What follows belongs to an exercise in optimizing a design on an open flow for small area and a short achievable clock period; a production flow would make more cautious choices.
In this exercise RTL edits were held to simulation tests only and were not proved equivalent to the original.

### config.mk
export PLATFORM = sky130hd
export DESIGN_NAME = chess_movegen_top
export DESIGN_NICKNAME = chess_movegen_top
export VERILOG_FILES = /design/flow/design.v
export SDC_FILE = /design/flow/constraint.sdc
export NUM_CORES = 4
export LEC_CHECK = 0
export CAP_MARGIN = 20
export CORE_MARGIN = 2
export CORE_UTILIZATION = 25
export SLEW_MARGIN = 20
### constraint.sdc
create_clock -name core_clock -period 80.0 [get_ports {clk}]
set_input_delay 16.0000 -clock core_clock [delete_from_list [all_inputs] [get_ports {clk}]]
set_output_delay 16.0000 -clock core_clock [all_outputs]
set_load 0.01 [all_outputs]
### design.v
package chess_pkg;
    typedef enum logic [2:0] {
        PAWN   = 3'd0,
        KNIGHT = 3'd1,
        BISHOP = 3'd2,
        ROOK   = 3'd3,
        QUEEN  = 3'd4,
        KING   = 3'd5,
        EMPTY  = 3'd7
    } piece_e;
    typedef struct packed {
        logic   colour;
        piece_e piece;
    } square_t;
    typedef logic [5:0] sq_idx_t;
    typedef logic [2:0] prio_t;
    typedef enum logic {
        MODE_VICTIM    = 1'b0,
        MODE_AGGRESSOR = 1'b1
    } find_mode_e;
    typedef struct packed {
        logic [7:0] north;
        logic [7:0] northeast;
        logic [7:0] northwest;
        logic [7:0] knight_near;   
        logic [7:0] knight_far;    
        logic [7:0] king;
        logic [7:0] pawn;
        logic [7:0] knight_prev;   
    } ray_t;
    localparam int RAY_BITS = 64;
    typedef struct packed {
        logic       active;
        find_mode_e mode;
        sq_idx_t    xmit;
    } find_cmd_t;
    typedef struct packed {
        logic    illegal;
        logic    none;
        sq_idx_t square;
    } move_result_t;
endpackage
`timescale 1ns/1ps
module board_regs (
    input  logic                                     clk,
    input  logic                                     rst_n,
    input  logic [7:0]                               addr,
    input  logic [7:0]                               data_in,
    output logic [4*64-1:0]             board,
    output logic [64-1:0]               enable_mask,
    output chess_pkg::find_cmd_t                     find_q,
    output logic                                     rd_valid,
    output chess_pkg::square_t                       rd_data
);
    logic [3:0] opcode;
    chess_pkg::sq_idx_t    sq;
    logic       is_find;
    assign opcode  = addr[7:4];
    assign sq      = {addr[1:0], data_in[7:4]};
    assign is_find = (opcode == 4'b1111) || (opcode == 4'b1110);
    always_ff @(posedge clk) begin
        if (!rst_n) begin
            board       <= '1;
            enable_mask <= '1;
        end else begin
            case (opcode)
                4'b1011: begin
                    board[4*sq +: 4] <= data_in[3:0];
                end
                4'b1101: begin
                    enable_mask[sq] <= data_in[0];
                end
                4'b1100: begin
                    enable_mask <= '1;
                end
                default: begin
                end
            endcase
        end
    end
    always_ff @(posedge clk) begin
        if (!rst_n) begin
            find_q   <= '0;
            rd_valid <= 1'b0;
        end else begin
            find_q.active <= is_find;
            find_q.mode   <= (opcode == 4'b1111) ? chess_pkg::MODE_AGGRESSOR : chess_pkg::MODE_VICTIM;
            find_q.xmit   <= sq;
            rd_valid      <= (opcode == 4'b0101);
        end
    end
    always_ff @(posedge clk) begin
        if (opcode == 4'b0101) begin
            rd_data <= chess_pkg::square_t'(board[4*sq +: 4]);
        end
    end
endmodule
`timescale 1ns/1ps
module square_cell (
    input  chess_pkg::square_t    code,
    input  chess_pkg::find_mode_e mode,
    input  logic                  is_xmit,
    input  logic                  enabled,
    input  logic                  from_south,
    input  logic                  from_west,
    input  logic                  from_southeast,
    input  logic                  from_southwest,
    input  logic                  knight_hit,
    input  logic                  king_hit,
    input  logic                  pawn_push,
    input  logic                  pawn_cap,
    output logic                  to_north,
    output logic                  to_east,
    output logic                  to_northeast,
    output logic                  to_northwest,
    output logic                  knight_src,
    output logic                  king_src,
    output logic                  pawn_src,
    output chess_pkg::prio_t      prio,
    output logic                  illegal
);
    logic ours;
    logic victim;
    logic xmit_all;
    logic gen_orth;
    logic gen_diag;
    logic pass;
    logic orth_hit;
    logic diag_hit;
    logic attacked;
    assign ours     = (code.colour == 1'b0);
    assign victim   = (mode == chess_pkg::MODE_VICTIM);
    assign xmit_all = !victim && is_xmit;
    assign gen_orth   = xmit_all || (victim && ours && (code.piece == chess_pkg::ROOK ||
                                                         code.piece == chess_pkg::QUEEN));
    assign gen_diag   = xmit_all || (victim && ours && (code.piece == chess_pkg::BISHOP ||
                                                         code.piece == chess_pkg::QUEEN));
    assign knight_src = xmit_all || (victim && ours && code.piece == chess_pkg::KNIGHT);
    assign king_src   = xmit_all || (victim && ours && code.piece == chess_pkg::KING);
    assign pawn_src   = xmit_all || (victim && ours && code.piece == chess_pkg::PAWN);
    assign pass = (victim || !is_xmit) && (code.piece == chess_pkg::EMPTY);
    assign to_north     = pass ? from_south     : gen_orth;
    assign to_east      = pass ? from_west      : gen_orth;
    assign to_northeast = pass ? from_southwest : gen_diag;
    assign to_northwest = pass ? from_southeast : gen_diag;
    assign orth_hit = from_south || from_west;
    assign diag_hit = from_southeast || from_southwest;
    assign attacked = orth_hit || diag_hit || knight_hit || king_hit || pawn_cap;
    always_comb begin
        prio    = '0;
        illegal = 1'b0;
        if (enabled) begin
            if (victim) begin
                illegal = attacked && !ours && (code.piece == chess_pkg::KING);
                if (code.piece == chess_pkg::EMPTY) begin
                    prio = (attacked || pawn_push) ? 3'd1 : 3'd0;
                end else if (!ours && attacked) begin
                    case (code.piece)
                        chess_pkg::QUEEN:   prio = 3'd6;
                        chess_pkg::ROOK:    prio = 3'd5;
                        chess_pkg::BISHOP:  prio = 3'd4;
                        chess_pkg::KNIGHT:  prio = 3'd3;
                        chess_pkg::PAWN:    prio = 3'd2;
                        default: prio = 3'd0;
                    endcase
                end
            end else if (ours) begin
                case (code.piece)
                    chess_pkg::PAWN:    prio = (pawn_cap || pawn_push) ? 3'd6 : 3'd0;
                    chess_pkg::KNIGHT:  prio = knight_hit ? 3'd5 : 3'd0;
                    chess_pkg::BISHOP:  prio = diag_hit ? 3'd4 : 3'd0;
                    chess_pkg::ROOK:    prio = orth_hit ? 3'd3 : 3'd0;
                    chess_pkg::QUEEN:   prio = (orth_hit || diag_hit) ? 3'd2 : 3'd0;
                    chess_pkg::KING:    prio = king_hit ? 3'd1 : 3'd0;
                    default: prio = 3'd0;
                endcase
            end
        end
    end
endmodule
`timescale 1ns/1ps
module rank_stage (
    input  logic [4*8-1:0]             rank_codes,
    input  logic [8-1:0]               rank_enable,
    input  logic [2:0]                            rank_index,
    input  chess_pkg::find_cmd_t                  find,
    input  chess_pkg::ray_t                       ray_in,
    output chess_pkg::ray_t                       ray_out,
    output logic [3*8-1:0]             prio_row,
    output logic [8-1:0]               illegal_row
);
    logic [8-1:0] to_east;
    logic [8-1:0] west_in;
    logic [8-1:0] se_in;
    logic [8-1:0] sw_in;
    logic [8-1:0] to_north;
    logic [8-1:0] to_ne;
    logic [8-1:0] to_nw;
    logic [8-1:0] knight_src;
    logic [8-1:0] king_src;
    logic [8-1:0] pawn_src;
    logic [8-1:0] knight_tgt;
    logic [8-1:0] king_tgt;
    logic [8-1:0] cap_tgt;
    assign west_in = to_east << 1;
    assign se_in   = ray_in.northwest >> 1;
    assign sw_in   = ray_in.northeast << 1;
    assign knight_tgt = ray_in.knight_near | (ray_in.knight_prev << 1) |
                        (ray_in.knight_prev >> 1);
    assign king_tgt   = ray_in.king | (ray_in.king << 1) | (ray_in.king >> 1) |
                        (king_src << 1) | (king_src >> 1);
    assign cap_tgt    = (ray_in.pawn << 1) | (ray_in.pawn >> 1);
    for (genvar f = 0; f < 8; f++) begin : g_file
        square_cell u_cell (
            .code           (rank_codes[4*f +: 4]),
            .mode           (find.mode),
            .is_xmit        (find.xmit == {rank_index, 3'(f)}),
            .enabled        (rank_enable[f]),
            .from_south     (ray_in.north[f]),
            .from_west      (west_in[f]),
            .from_southeast (se_in[f]),
            .from_southwest (sw_in[f]),
            .knight_hit     (knight_tgt[f]),
            .king_hit       (king_tgt[f]),
            .pawn_push      (ray_in.pawn[f]),
            .pawn_cap       (cap_tgt[f]),
            .to_north       (to_north[f]),
            .to_east        (to_east[f]),
            .to_northeast   (to_ne[f]),
            .to_northwest   (to_nw[f]),
            .knight_src     (knight_src[f]),
            .king_src       (king_src[f]),
            .pawn_src       (pawn_src[f]),
            .prio           (prio_row[3*f +: 3]),
            .illegal        (illegal_row[f])
        );
    end
    assign ray_out.north       = to_north;
    assign ray_out.northeast   = to_ne;
    assign ray_out.northwest   = to_nw;
    assign ray_out.knight_near = (knight_src << 2) | (knight_src >> 2);
    assign ray_out.knight_far  = knight_src;
    assign ray_out.king        = king_src;
    assign ray_out.pawn        = pawn_src;
    assign ray_out.knight_prev = ray_in.knight_far;
endmodule
`timescale 1ns/1ps
module move_arbiter (
    input  logic                                   clk,
    input  logic                                   rst_n,
    input  chess_pkg::find_cmd_t                   find_q,
    input  logic [3*64-1:0]           prio_all,
    input  logic [64-1:0]             illegal_all,
    input  logic                                   rd_valid,
    input  chess_pkg::square_t                     rd_data,
    output chess_pkg::move_result_t                data_out
);
    chess_pkg::prio_t        best_prio;
    chess_pkg::sq_idx_t      best_sq;
    chess_pkg::move_result_t find_result;
    always_comb begin
        best_prio = '0;
        best_sq   = '0;
        for (int i = 0; i < 64; i++) begin
            if (prio_all[3*i +: 3] > best_prio) begin
                best_prio = prio_all[3*i +: 3];
                best_sq   = chess_pkg::sq_idx_t'(i);
            end
        end
    end
    assign find_result.illegal = |illegal_all;
    assign find_result.none    = (best_prio == '0);
    assign find_result.square  = best_sq;
    always_ff @(posedge clk) begin
        if (!rst_n) begin
            data_out <= '0;
        end else if (find_q.active) begin
            data_out <= find_result;
        end else if (rd_valid) begin
            data_out <= chess_pkg::move_result_t'({4'h0, rd_data});
        end
    end
endmodule
`timescale 1ns/1ps
module chess_movegen_top (
    input  logic                    clk,
    input  logic                    rst_n,
    input  logic [7:0]              addr,
    input  logic [7:0]              data_in,
    output logic [7:0]              data_out
);
    logic [4*64-1:0]             board;
    logic [64-1:0]    enable_mask;
    chess_pkg::find_cmd_t                    find_q;
    logic                         rd_valid;
    chess_pkg::square_t                      rd_data;
    logic [3*64-1:0]             prio_all;
    logic [64-1:0]    illegal_all;
    logic [chess_pkg::RAY_BITS*(8+1)-1:0] ray_chain;
    board_regs u_regs (
        .clk         (clk),
        .rst_n       (rst_n),
        .addr        (addr),
        .data_in     (data_in),
        .board       (board),
        .enable_mask (enable_mask),
        .find_q      (find_q),
        .rd_valid    (rd_valid),
        .rd_data     (rd_data)
    );
    assign ray_chain[0 +: chess_pkg::RAY_BITS] = '0;
    for (genvar r = 0; r < 8; r++) begin : g_rank
        rank_stage u_stage (
            .rank_codes  (board[4*r*8 +: 4*8]),
            .rank_enable (enable_mask[r*8 +: 8]),
            .rank_index  (3'(r)),
            .find        (find_q),
            .ray_in      (ray_chain[r*chess_pkg::RAY_BITS +: chess_pkg::RAY_BITS]),
            .ray_out     (ray_chain[(r+1)*chess_pkg::RAY_BITS +: chess_pkg::RAY_BITS]),
            .prio_row    (prio_all[3*r*8 +: 3*8]),
            .illegal_row (illegal_all[r*8 +: 8])
        );
    end
    move_arbiter u_arb (
        .clk         (clk),
        .rst_n       (rst_n),
        .find_q      (find_q),
        .prio_all    (prio_all),
        .illegal_all (illegal_all),
        .rd_valid    (rd_valid),
        .rd_data     (rd_data),
        .data_out    (data_out)
    );
endmodule
### run.sh
#!/bin/bash
# synth_recipe.tcl (not shown) runs the flow's synth.tcl, then flattens the netlist and writes it again
# the make line also repeats each setting of config.mk as NAME=value (left out here)
make -C /OpenROAD-flow-scripts/flow DESIGN_CONFIG=/design/flow/config.mk WORK_HOME=/design/flow/orfs CLKGATE_MAP_FILE= SYNTH_SCRIPT=/design/flow/synth_recipe.tcl finish
==> flow_summary.ini <==
[outcome]
status = finished clean

[sta]
finalCritPeriodShare_pct = 95.5
period_minus_slack_ns = 76.39
setup_viol = 0
slew_violations = 0
slew_headroom_pct = 5.95
fin_skew_ns = 0.0539
fmax_mhz = 13.1
hold_viol = 0
worst_pin_slew_ns = 1.40

[logic_synthesis]
syn_area_um2 = 51300
synth_top_area_cell = dfxtp_1
yosysSeqAreaShare_pct = 13.4
synth-edff-count = 4
yosys-top-cells-area = dfxtp_1 (13%), nand2_1 (7.6%), nand3_1 (5.7%)
yosys.area.top_type_share_pct = 13.1
syn-instance-count = 7743
ys_ff_latch = 341
synth_fp_nets = 7955
synth_flop_cell = dfxtp_1
synth-async-reset-ratio_pct = 0
syn_area_per_cell_um2 = 6.63
yosysWarningCount = 3
yosysUniqueCellTypes = 126

[critical_path]
slowest_stage = or4b_4
r2r_cells = 492
r2r-end = u_arb.data_out[5]$_SDFFE_PN0P_
rrSetupSlack_ns = 3.61
r2r_start = u_regs.board[1]$_SDFFE_PN1N_
cpMostUsedCell = o21ai_1
worstPathRequired_ns = 80.62
worstPathArrival_ns = 77.01
start_kind = register
cp_max_fo = 6
slowest_delay_ns = 0.52
critPathKind = reg -> reg
end_kind = register

[die]
die_height_um = 457
start_util_pct = 25.1
fp.dieW_um = 457
coreArea_um2 = 204000
die-area_um2 = 209000
io_pins = 26
rows = 166

[route]
route.vias.total = 72168
wl_per_cell_um = 38.7
top_layer = met5
drtIter0Drc = 10552
routed-wl-met3_mm = 49.1
avgViaCountPerCell = 6.51
wl_met1_mm = 180
ant_nets = 0
routed_wl_mm = 429
wl_met2_mm = 169
dr.pass1.iters = 10
drc = 0

[global_route]
grt_overflow = 0
grt_pass1_vias = 64604
antenna_found_initial = 52
grt_pass1_wl_mm = 566
grt_max_degree = 86
grt_use_total_pct = 38.9

[place]
io_buffer_count = 23
hpwlAfterDp_mm = 342
placed_cell_area_um2 = 59900
place_congestion = 1.08

[finish]
area.sequential_um2 = 6880
drive_gt1_share_pct = 22.0
fillers = 22438
postLayoutCellArea_um2 = 64900
post-route-util_pct = 31.8
multi_input_area_um2 = 43200
final_nets = 8515
syn_to_final_growth_pct = 26.5

[clocking]
cts_root_buf = clkbuf_16
insertion_delay_ns = 0.76
clk_pin_slew_worst_paths_ns = 0.06
clock_sinks = 341
clk_path_buf_depth = 3
cts_buffers = 53
cts_tree = done
ctsHoldBuffers = 0
htree_levels = 2

[run]
drv_cap = 0

[worst_hold_path]
hold_path_class = reg -> reg
hp-start = u_arb.data_out[3]$_SDFFE_PN0P_
min_to = u_arb.data_out[3]$_SDFFE_PN0P_
whs_path_depth = 2
## Yosys cell counts (32+ instances only)
master	number
nor4b_1	32
o2111ai_1	55
dfxtp_1	337
nor3b_1	48
a21oi_1	432
nand2_1	1043
mux4_2	46
mux2_2	39
and3_1	119
o311ai_0	40
xnor2_1	32
buf_2	80
nand3_1	580
ha_1	194
a211oi_1	98
nor2b_1	175
nor2_1	641
or2_2	50
a22oi_1	86
a311oi_1	41
and3b_1	45
nor3_1	235
mux2i_1	100
o21a_1	46
or3b_2	32
a31oi_1	123
a21boi_0	44
nand3b_1	83
inv_1	270
o21ai_0	450
o221ai_1	56
buf_1	33
clkbuf_1	448
nor4_1	82
o211ai_1	211
a211o_1	37
nand4_1	119
and2_1	112
a2111oi_0	39
o31ai_1	49
a21o_1	80
o22ai_1	77
or3_1	74
nand2b_1	110
## layout by cell type (no fill, tap or decap), types with 103 or more instances in the layout
cell type and n:
buf_4 1050, nand2_1 1017, nor2_1 601, nand3_1 571, a21oi_1 384, o21ai_0 382
dfxtp_1 330, inv_1 252, nor3_1 216, o211ai_1 211, nor2b_1 159, ha_1 150
nand4_1 119, and3_1 117, nand2b_1 105, a31oi_1 103
## per-stage QoR
stage | setup TNS, ns | setup slack (ns) | hold slack, ns | std cells
2_1_floorplan | 0 | 0.706 | 0.471 | 7743
5_1_grt | -5.74 | -0.890 | 0.558 | 11039
6_report | 0 | 3.61 | 0.517 | 11081
4_1_cts | 0 | 0.0117 | 0.520 | 10939
3_5_place_dp | -27.87 | -4.12 | 0.507 | 10824
3_3_place_gp | -23.07 | -3.41 | 0.478 | 10824
## worst max path at each step
stage                                           to  slack, ns                          from
detailed placement  u_arb.data_out[5]$_SDFFE_PN0P_      -4.12  u_regs.board[1]$_SDFFE_PN1N_
finish              u_arb.data_out[5]$_SDFFE_PN0P_       3.61  u_regs.board[1]$_SDFFE_PN1N_
global placement    u_arb.data_out[5]$_SDFFE_PN0P_      -3.41  u_regs.board[1]$_SDFFE_PN1N_
CTS                 u_arb.data_out[5]$_SDFFE_PN0P_       0.01  u_regs.board[1]$_SDFFE_PN1N_
floorplan           u_arb.data_out[5]$_SDFFE_PN0P_       0.71   u_regs.find_q[6]$_SDFF_PN0_
## registers in the layout (all words and copies together), names as in the netlist
register            count
u_regs.board          256
u_regs.enable_mask     64
u_arb.data_out          8
u_regs.find_q           8
u_regs.rd_data          4
u_regs.rd_valid         1
## cell families after synthesis
logic type,count (synthesis),synth area share [%]
multiplexers,187,4.88
flip-flops,341,13.4
XOR/XNOR,54,0.936
AO/OA/AOI/OAI,2352,31.7
AND/OR/NAND/NOR,3747,37.4
buffers and inverters,868,6.94
adder cells (fa/ha/maj),194,4.73
## area by class of cell
| class | instances | area share [%] |
|---|---|---|
| Multi-Input combinational cell | 6534 | 66.6 |
| Timing Repair Buffer | 1103 | 13.1 |
| Sequential cell | 341 | 10.6 |
| Tap cell | 2688 | 5.18 |
| Clock buffer | 64 | 2.17 |
| Inverter | 270 | 1.56 |
| Clock inverter | 34 | 0.601 |
| Antenna cell | 47 | 0.181 |
## worst max-delay path, delay by kind of cell, from the launching register on
family                   cells  cell delay (ns)
AO/OA/AOI/OAI              195            28.78
AND/OR/NAND/NOR            151            18.74
buffers and inverters       73             9.08
multiplexers                10             2.98
flip-flops                   1             0.33
adder cells (fa/ha/maj)     63            16.15
## metal layers
metal	up-vias	GRT usage, %
met1	35837	52.0
li1	30457	-
met5	-	0
met3	1030	11.9
met4	30	23.1
met2	4814	54.2
## timing repair
| item | 4_1_cts | 5_1_grt |
|---|---|---|
| pin swaps | 16 | 184 |
| gates resized for setup | 105 | 394 |
| setup endpoints to repair | 7 | 7 |
| setup buffers | 17 | 97 |

## port drivers added, routing unchanged
In the flow no input, the clock included, has a driving cell. The finished layout below was timed again as built, in two steps. Step 1 sets driving cells, clkbuf_16 on the clock port and buf_2 on the other inputs (assumed; they add their load-dependent delay and slew). Step 2 also shifts input and output timing later by t, the mid clock arrival at the registers, as if the neighbouring blocks saw the same clock. Three values: ideal, step 1, step 2; two values: the first two.
shift t [ns]: 0.819
setup WS [ns]: 3.611 / 3.611 / 3.611
latest minus earliest clock arrival (ns): 0.062 / 0.062
cell pins on the clock port's net: 1
After both steps this run still meets setup and hold. The setup slack of this run moves by 0.000 ns with the drivers and by 0.000 ns with both steps.
